Context: an optimization exercise on an open-source flow, tuned for small area, a short achievable clock period and few clock cycles per item. The choices shown serve that exercise and are no tape-out recipe. Function was checked by simulation only, so behaviour that the tests miss may differ from the original. No driver is modelled on the clock port, so clocking that relies on it looks cheaper here than on a real chip.

## run 1
==> flow/design.v <==
`default_nettype none
package sw_pkg;
    typedef enum logic [1:0] {
        BASE_A = 2'd0,
        BASE_T = 2'd1,
        BASE_G = 2'd2,
        BASE_C = 2'd3
    } base_t;
    typedef logic signed [8-1:0] score_t;
    typedef enum logic [1:0] {
        LOAD_QUERY = 2'd0,
        STREAM_REF = 2'd1,
        DRAIN      = 2'd2
    } load_state_t;
    typedef struct packed {
        score_t             score;
        logic [3-1:0]  row;
        logic [4-1:0]  col;
    } best_t;
endpackage
`default_nettype wire
`timescale 1ns/1ps
`default_nettype none
module sw_pe #(
    parameter int ROW = 0,
    parameter int W   = 5,    
    parameter int WU  = 5     
) (
    input  logic          clk,
    input  logic          rst,
    input  logic          i_step,     
    input  logic          i_valid,    
    input  logic          i_q_we,
    input  logic [1:0]    i_q_base,
    input  logic [1:0]    i_base,     
    input  logic [WU-1:0] i_h_up,     
    output logic [1:0]    o_base,
    output logic [W-1:0]  o_h         
);
    logic [1:0]    q_base;
    logic [WU-1:0] diag;              
    logic [W-1:0]  h_new;
    always_ff @(posedge clk) begin
        if (i_q_we) q_base <= i_q_base;
    end
    always_comb begin
        logic [W-1:0] dd;
        logic [W-1:0] m;
        dd = (ROW == 0) ? '0 : W'(diag);
        m  = dd;
        if (ROW != 0 && W'(i_h_up) > m) m = W'(i_h_up);
        if (o_h > m) m = o_h;
        if (i_base == q_base) h_new = dd + 2'd2;
        else                  h_new = (m == '0) ? '0 : m - 1'b1;
    end
    always_ff @(posedge clk) begin
        if (i_step) begin
            o_base <= i_base;
            diag   <= i_h_up;
        end
    end
    if (ROW == 0) begin : g_h_rst
        always_ff @(posedge clk or posedge rst) begin
            if (rst) o_h <= '0;
            else if (i_step) o_h <= i_valid ? h_new : '0;
        end
    end else begin : g_h
        always_ff @(posedge clk) begin
            if (i_step) o_h <= i_valid ? h_new : '0;
        end
    end
endmodule
`default_nettype wire
`timescale 1ns/1ps
`default_nettype none
module sw_top (
    input  logic                clk,
    input  logic                rst,
    input  logic                i_sym_valid,
    input  sw_pkg::base_t       i_sym,
    input  logic                i_res_credit,
    output logic                o_sym_credit,
    output logic                o_res_valid,
    output sw_pkg::score_t      o_res_score,
    output logic [3-1:0]   o_res_row,
    output logic [4-1:0]   o_res_col
);
    localparam int NQ = 8;
    localparam int NR = 16;
    localparam int ND = NQ + NR - 1;     
    logic       in_v;
    logic [1:0] in_b;
    logic [4:0] cnt;                     
    logic [4:0] d;                       
    logic       step;
    logic       drain;
    logic       is_ref;
    always_ff @(posedge clk or posedge rst) begin
        if (rst) in_v <= 1'b0;
        else     in_v <= i_sym_valid;
    end
    always_ff @(posedge clk) begin
        in_b <= i_sym;
    end
    assign is_ref = (cnt >= 5'(NQ));
    assign drain  = (d >= 5'(NR));
    assign step   = (in_v && is_ref) || drain;
    always_ff @(posedge clk or posedge rst) begin
        if (rst) begin
            cnt <= '0;
            d   <= '0;
        end else begin
            if (in_v) cnt <= (cnt == 5'(NQ + NR - 1)) ? '0 : cnt + 1'b1;
            if (step) d   <= (d == 5'(ND - 1)) ? '0 : d + 1'b1;
        end
    end
    function automatic int hw(input int row);
        int mx;
        mx = 2 * (row + 1);
        hw = $clog2(mx + 1);
    endfunction
    logic [1:0] base_c [NQ+1];
    logic [4:0] h_c    [NQ+1];           
    logic [NQ-1:0] valid;
    assign base_c[0] = in_b;
    assign h_c[0]    = '0;
    for (genvar i = 0; i < NQ; i++) begin : g_pe
        localparam int W  = hw(i);
        localparam int WU = (i == 0) ? 1 : hw(i - 1);
        logic [W-1:0] h;
        assign valid[i] = (d >= 5'(i)) && (d <= 5'(i + NR - 1));
        sw_pe #(.ROW(i), .W(W), .WU(WU)) u_pe (
            .clk      (clk),
            .rst      (rst),
            .i_step   (step),
            .i_valid  (valid[i]),
            .i_q_we   (in_v && (cnt == 5'(i))),
            .i_q_base (in_b),
            .i_base   (base_c[i]),
            .i_h_up   (h_c[i][WU-1:0]),
            .o_base   (base_c[i+1]),
            .o_h      (h)
        );
        assign h_c[i+1] = 5'(h);
    end
    logic       trk;
    logic [4:0] s1 [4];
    logic [2:0] r1 [4];
    logic [4:0] s2 [2];
    logic [2:0] r2 [2];
    logic [4:0] s3;
    logic [2:0] r3;
    always_ff @(posedge clk or posedge rst) begin
        if (rst) trk <= 1'b0;
        else     trk <= step;
    end
    always_comb begin
        for (int k = 0; k < 4; k++) begin
            if (h_c[2*k+1] >= h_c[2*k+2]) begin
                s1[k] = h_c[2*k+1];
                r1[k] = 3'(2*k);
            end else begin
                s1[k] = h_c[2*k+2];
                r1[k] = 3'(2*k+1);
            end
        end
        for (int k = 0; k < 2; k++) begin
            if (s1[2*k] >= s1[2*k+1]) begin
                s2[k] = s1[2*k];
                r2[k] = r1[2*k];
            end else begin
                s2[k] = s1[2*k+1];
                r2[k] = r1[2*k+1];
            end
        end
        if (s2[0] >= s2[1]) begin
            s3 = s2[0];
            r3 = r2[0];
        end else begin
            s3 = s2[1];
            r3 = r2[1];
        end
    end
    logic       p_v;
    logic [4:0] p_d;                 
    logic       p_first;
    logic       p_done;
    logic [3:0] p_dl;
    logic [4:0] p_s;
    logic [2:0] p_r;
    always_ff @(posedge clk or posedge rst) begin
        if (rst) p_v <= 1'b0;
        else     p_v <= trk;
    end
    always_ff @(posedge clk) begin
        p_s <= s3;
        p_r <= r3;
    end
    always_comb begin
        logic [5:0] x;
        x = {1'b0, d} - 6'd1 - {5'd0, trk};
        p_d = x[5] ? 5'(x + 6'(ND)) : x[4:0];
    end
    assign p_first = (p_d == 5'd0);
    assign p_done  = (p_d == 5'(ND - 1));
    assign p_dl    = p_d[3:0];
    logic [4:0] run_s;
    logic [2:0] run_r;
    logic [3:0] run_c;
    logic [4:0] b_s;
    logic [2:0] b_r;
    logic [3:0] b_c;
    logic       done;
    always_comb begin
        if (p_first) begin
            b_s = '0;
            b_r = '0;
            b_c = '0;
        end else begin
            b_s = run_s;
            b_r = run_r;
            b_c = run_c;
        end
        if (p_s > b_s) begin
            b_s = p_s;
            b_r = p_r;
            b_c = p_dl - 4'(p_r);
        end
    end
    always_ff @(posedge clk) begin
        if (p_v) begin
            run_s <= b_s;
            run_r <= b_r;
            run_c <= b_c;
        end
    end
    assign done = p_v && p_done;
    logic       rv;
    logic [3:0] rcred;
    logic [1:0] pend;                    
    logic       rc_in;                   
    always_ff @(posedge clk or posedge rst) begin
        if (rst) rc_in <= 1'b0;
        else     rc_in <= i_res_credit;
    end
    assign o_res_valid = rv;
    assign o_res_score = sw_pkg::score_t'({3'b000, run_s});
    assign o_res_row   = run_r;
    assign o_res_col   = run_c;
    logic [2:0] owed;                    
    logic [2:0] avail;
    logic       allow;                   
    logic       give;
    logic       osc;
    assign avail = owed + {2'b0, in_v};
    assign allow = (cnt == 5'(NQ + NR - 5) + {2'b0, owed});
    assign give  = (avail != '0) && (!allow || (rcred != {2'b0, pend}));
    always_ff @(posedge clk or posedge rst) begin
        if (rst) begin
            owed  <= '0;
            osc   <= 1'b0;
            rv    <= 1'b0;
            rcred <= '0;
            pend  <= '0;
        end else begin
            owed  <= avail - {2'b0, give};
            osc   <= give;
            rv    <= done;
            rcred <= rcred + {3'b0, rc_in} - {3'b0, rv};
            pend  <= pend + {1'b0, give && allow} - {1'b0, rv};
        end
    end
    assign o_sym_credit = osc;
endmodule
`default_nettype wire
==> flow/config.mk <==
export PLATFORM = sky130hd
export DESIGN_NAME = sw_top
export DESIGN_NICKNAME = sw_top
export VERILOG_FILES = /design/flow/design.v
export SDC_FILE = /design/flow/constraint.sdc
export NUM_CORES = 4
export LEC_CHECK = 0
export CAP_MARGIN = 20
export CORE_MARGIN = 2
export CORE_UTILIZATION = 60
export SLEW_MARGIN = 20
==> flow/constraint.sdc <==
create_clock -name core_clock -period 22.0 [get_ports {clk}]
set_input_delay 4.4000 -clock core_clock [delete_from_list [all_inputs] [get_ports {clk}]]
set_output_delay 4.4000 -clock core_clock [all_outputs]
set_load 0.01 [all_outputs]
standard.sh (not shown) runs the stock make flow with config.mk's settings and CLKGATE_MAP_FILE= SYNTH_SCRIPT=/design/flow/synth_recipe.tcl, a recipe that flattens the netlist after the stock synthesis.
==> flow/flow/run.sh <==
#!/bin/bash
# Standard ORFS layout with two changes: the port buffers are buf_2 instead of
# the default delay-cell buffer, and clock tree synthesis inserts no dummy loads.
set -o pipefail
bash standard.sh \
  'BUFFER_PORTS_ARGS=-buffer_cell sky130_fd_sc_hd__buf_2' \
  'CTS_ARGS=-sink_clustering_enable -repair_clock_nets -dont_use_dummy_load' \
  finish > standard.log 2>&1
Run 1 finished every step from synthesis to the final layout, and the layout passed the timing, DRC and antenna checks.
Testbench counts of run 1, summed over its fixed seeds: cycles 9,304, jobs 384.
Input-level comparison between run 2 and run 1:
Settings: CORE_UTILIZATION: 60 -> 75.
==> flow/run.sh (new file) <==
#!/bin/bash
# synth_recipe.tcl (not shown) runs the flow's synth.tcl, then flattens the netlist and writes it again
# the make line also repeats each setting of config.mk as NAME=value (left out here)
make -C /OpenROAD-flow-scripts/flow DESIGN_CONFIG=/design/flow/config.mk WORK_HOME=/design/flow/orfs CLKGATE_MAP_FILE= SYNTH_SCRIPT=/design/flow/synth_recipe.tcl finish
removed: flow/flow/run.sh
removed: flow/standard.sh
==> comparison <==
Count of clock-net buffers in the final layout: run 2 > run 1
Diff run 1 -> run 2: design area higher, sequential share of layout area lost 0.86 points, routed length per instance increased 2.5 um.
Between run 2 and run 1, it is run 2 whose final worst setup slack is lower, by 0.35 ns.
> inputs changed (run 2 -> run 3)
Settings: CORE_UTILIZATION now 40, was 75.
[summary]
The flow did not stop early for run 3: all stages ran, and the layout cleared the timing, DRC and antenna checks.
From run 2 to run 3 the numbers moved as follows: placed standard-cell area rose about 1.8%.
Compared run 3 vs run 2, and wire length on met2 is down in run 3.
Run 3 against run 2; estimated wirelength of the detail-placed design is down by a little under 10%.
Compare run 2 and run 3 | met3 wire length lower: run 3
Run 3: pin slew with the least headroom to its limit higher than run 2
Run 3 ends up with a floorplan die area that is 84% higher than in run 2.
Global-route usage, run 2 and run 3: smaller value in run 3

## JK
Another version of the RTL of sw_top (not shown whole).
Size: ~1000 cells after synthesis, about 120 flip-flops, about 23 I/O pins, roughly 0.0079 mm^2 of cells after synthesis.
==> flow/config.mk <==
export PLATFORM = sky130hd
export DESIGN_NAME = sw_top
export DESIGN_NICKNAME = sw_top
export VERILOG_FILES = /design/flow/design.v
export SDC_FILE = /design/flow/constraint.sdc
export NUM_CORES = 4
export LEC_CHECK = 0
export ABC_AREA = 1
export CAP_MARGIN = 20
export CORE_MARGIN = 2
export CORE_UTILIZATION = 60
export SLEW_MARGIN = 20
==> flow/constraint.sdc <==
create_clock -name core_clock -period 22.0 [get_ports {clk}]
set_input_delay 4.4000 -clock core_clock [delete_from_list [all_inputs] [get_ports {clk}]]
set_output_delay 4.4000 -clock core_clock [all_outputs]
set_load 0.01 [all_outputs]
==> flow/flow/run.sh <==
#!/bin/bash
# Standard ORFS layout with three changes: the port buffers are buf_2 instead
# of the default delay-cell buffer; clock tree synthesis uses a clkbuf_16 root
# and clkbuf_4 leaves and no dummy loads; after it, flow/post_cts.tcl gives
# clkbuf_8 to the leaves whose flip-flop clock pins see a slew above 90 ps.
set -o pipefail
bash standard.sh \
  'BUFFER_PORTS_ARGS=-buffer_cell sky130_fd_sc_hd__buf_2' \
  'CTS_ARGS=-sink_clustering_enable -repair_clock_nets -dont_use_dummy_load -root_buf sky130_fd_sc_hd__clkbuf_16 -buf_list sky130_fd_sc_hd__clkbuf_4' \
  "POST_CTS_TCL=$PWD/flow/post_cts.tcl" \
  finish > standard.log 2>&1
==> flow/flow/post_cts.tcl <==
# After CTS with small leaf buffers: give clkbuf_8 to every clock buffer
# whose flip-flop clock pins see a slew above 90 ps, then re-legalize.
set_propagated_clock [all_clocks]
estimate_parasitics -placement
set upsized 0
foreach inst [get_cells -quiet -filter "ref_name == sky130_fd_sc_hd__clkbuf_4"] {
  set name [get_full_name $inst]
  set worst 0
  set net [get_nets -of_objects [get_pins $name/X]]
  foreach pin [get_pins -of_objects $net -filter "direction == input"] {
    foreach e {rise fall} {
      set s [get_property $pin slew_max_$e]
      if {$s ne "" && $s > $worst} { set worst $s }
    }
  }
  if {$worst > 0.090} {
    replace_cell $inst sky130_fd_sc_hd__clkbuf_8
    incr upsized
  }
}
puts "post_cts: upsized $upsized clock buffers"
detailed_placement
estimate_parasitics -placement
Testbench counts of JK, summed over its fixed seeds: cycles 9,296, jobs 384.
Relative to JK, the following input files were edited for MS:
==> flow/flow/run.sh <==
#!/bin/bash
set -o pipefail
bash standard.sh \
  'BUFFER_PORTS_ARGS=-buffer_cell sky130_fd_sc_hd__buf_2' \
  'CTS_ARGS=-sink_clustering_enable -repair_clock_nets -dont_use_dummy_load -root_buf sky130_fd_sc_hd__clkbuf_16 -buf_list sky130_fd_sc_hd__clkbuf_4' \
  finish > standard.log 2>&1
removed: flow/flow/post_cts.tcl
### Flow results
Cmp MS and JK / post-synthesis to final-layout area growth / lower: MS. On overall via count from detail_route, JK tracks MS almost exactly. | post-route cell area | MS vs JK | 0.37% lower |. Between JK and MS, the final cycle utilization of the critical path does not differ in any meaningful way.
Setup changes, MS to AL
==> flow/flow/run.sh <==
#!/bin/bash
# Standard ORFS layout with two changes: the port buffers are buf_2 instead of
# the default delay-cell buffer, and clock tree synthesis inserts no dummy loads.
set -o pipefail
bash standard.sh \
  'BUFFER_PORTS_ARGS=-buffer_cell sky130_fd_sc_hd__buf_2' \
  'CTS_ARGS=-sink_clustering_enable -repair_clock_nets -dont_use_dummy_load' \
  finish > standard.log 2>&1
Notes after the runs:
- Per the comparison of AL with MS, worst-case hold slack went down; relative area change from synthesis to final layout went up; post-detailed-routing wire length went up.
The inputs of TR differ from those of AL as listed below.
==> flow/flow/run.sh <==
#!/bin/bash
# Standard ORFS layout with four changes: the port buffers are buf_2 instead
# of the default delay-cell buffer; clock tree synthesis uses a clkbuf_16 root
# and clkbuf_4 leaves and no dummy loads; after it, flow/post_cts.tcl gives
# clkbuf_8 to the leaves whose flip-flop clock pins see a slew above 90 ps;
# timing repair aims for 17 ns of setup slack, that is a 5 ns clock.
set -o pipefail
bash standard.sh \
  'BUFFER_PORTS_ARGS=-buffer_cell sky130_fd_sc_hd__buf_2' \
  'CTS_ARGS=-sink_clustering_enable -repair_clock_nets -dont_use_dummy_load -root_buf sky130_fd_sc_hd__clkbuf_16 -buf_list sky130_fd_sc_hd__clkbuf_4' \
  "POST_CTS_TCL=$PWD/flow/post_cts.tcl" \
  SETUP_SLACK_MARGIN=17.0 \
  finish > standard.log 2>&1
==> flow/flow/post_cts.tcl (new file) <==
# After CTS with small leaf buffers: give clkbuf_8 to every clock buffer
# whose flip-flop clock pins see a slew above 90 ps, then re-legalize.
set_propagated_clock [all_clocks]
estimate_parasitics -placement
set upsized 0
foreach inst [get_cells -quiet -filter "ref_name == sky130_fd_sc_hd__clkbuf_4"] {
  set name [get_full_name $inst]
  set worst 0
  set net [get_nets -of_objects [get_pins $name/X]]
  foreach pin [get_pins -of_objects $net -filter "direction == input"] {
    foreach e {rise fall} {
      set s [get_property $pin slew_max_$e]
      if {$s ne "" && $s > $worst} { set worst $s }
    }
  }
  if {$worst > 0.090} {
    replace_cell $inst sky130_fd_sc_hd__clkbuf_8
    incr upsized
  }
}
puts "post_cts: upsized $upsized clock buffers"
detailed_placement
estimate_parasitics -placement
Results
Re flip-flop and latch count: no difference whatsoever between AL and TR. Time the final worst path needs with I/O delays and setup sits lower in TR than in AL. | overall die height | AL vs TR | ≈ equal |. Taking AL as the reference, in TR wire length went down 0.86%; detailed-routing iteration count for the pre-antenna-repair pass held; sequential share of layout area went up 1.0 points; worst path setup slack after routing went up 170 ps. Final non-filler cell area (TR over AL): decrease, 2.4%. In the tables for TR and AL, count of non-filler cells in the finished layout reads higher with TR.

-- what the ideal ports hide --
The flow's constraints put no driver on any port. The routed layouts listed below were extracted and timed again, unchanged, in two steps. Step 1 assumes that a clkbuf_16 drives the clock port and a buf_2 every other input. Step 2 moves the port delays by t, midway between the first and last clock arrival at a register: inputs arrive t later, outputs are due t later. That takes back most of the time a late clock gives input paths. Three values: no drivers, after step 1, after step 2; two values: the first two.
run	shift t [ns]	setup WS [ns]	worst hold slack (ns)	worst register clock-pin slew, ns	pins driven straight from the clock port
run 1	0.458	16.576 / 16.535 / 16.900	0.378 / 0.378 / 0.378	0.06 / 0.06	1
run 2	0.465	16.225 / 16.184 / 16.649	0.403 / 0.403 / 0.403	0.06 / 0.06	1
run 3	0.465	16.247 / 16.202 / 16.666	0.378 / 0.378 / 0.378	0.07 / 0.07	1
JK	0.384	16.527 / 16.485 / 16.797	0.474 / 0.474 / 0.474	0.09 / 0.09	1
MS	0.385	16.540 / 16.498 / 16.802	0.477 / 0.477 / 0.477	0.12 / 0.12	1
AL	0.451	16.487 / 16.444 / 16.894	0.473 / 0.473 / 0.473	0.06 / 0.06	1
TR	0.384	16.661 / 16.618 / 17.002	0.473 / 0.473 / 0.473	0.09 / 0.09	1
After both steps setup and hold are still met in every run listed. The worst setup slack also covers recovery checks on asynchronous resets.
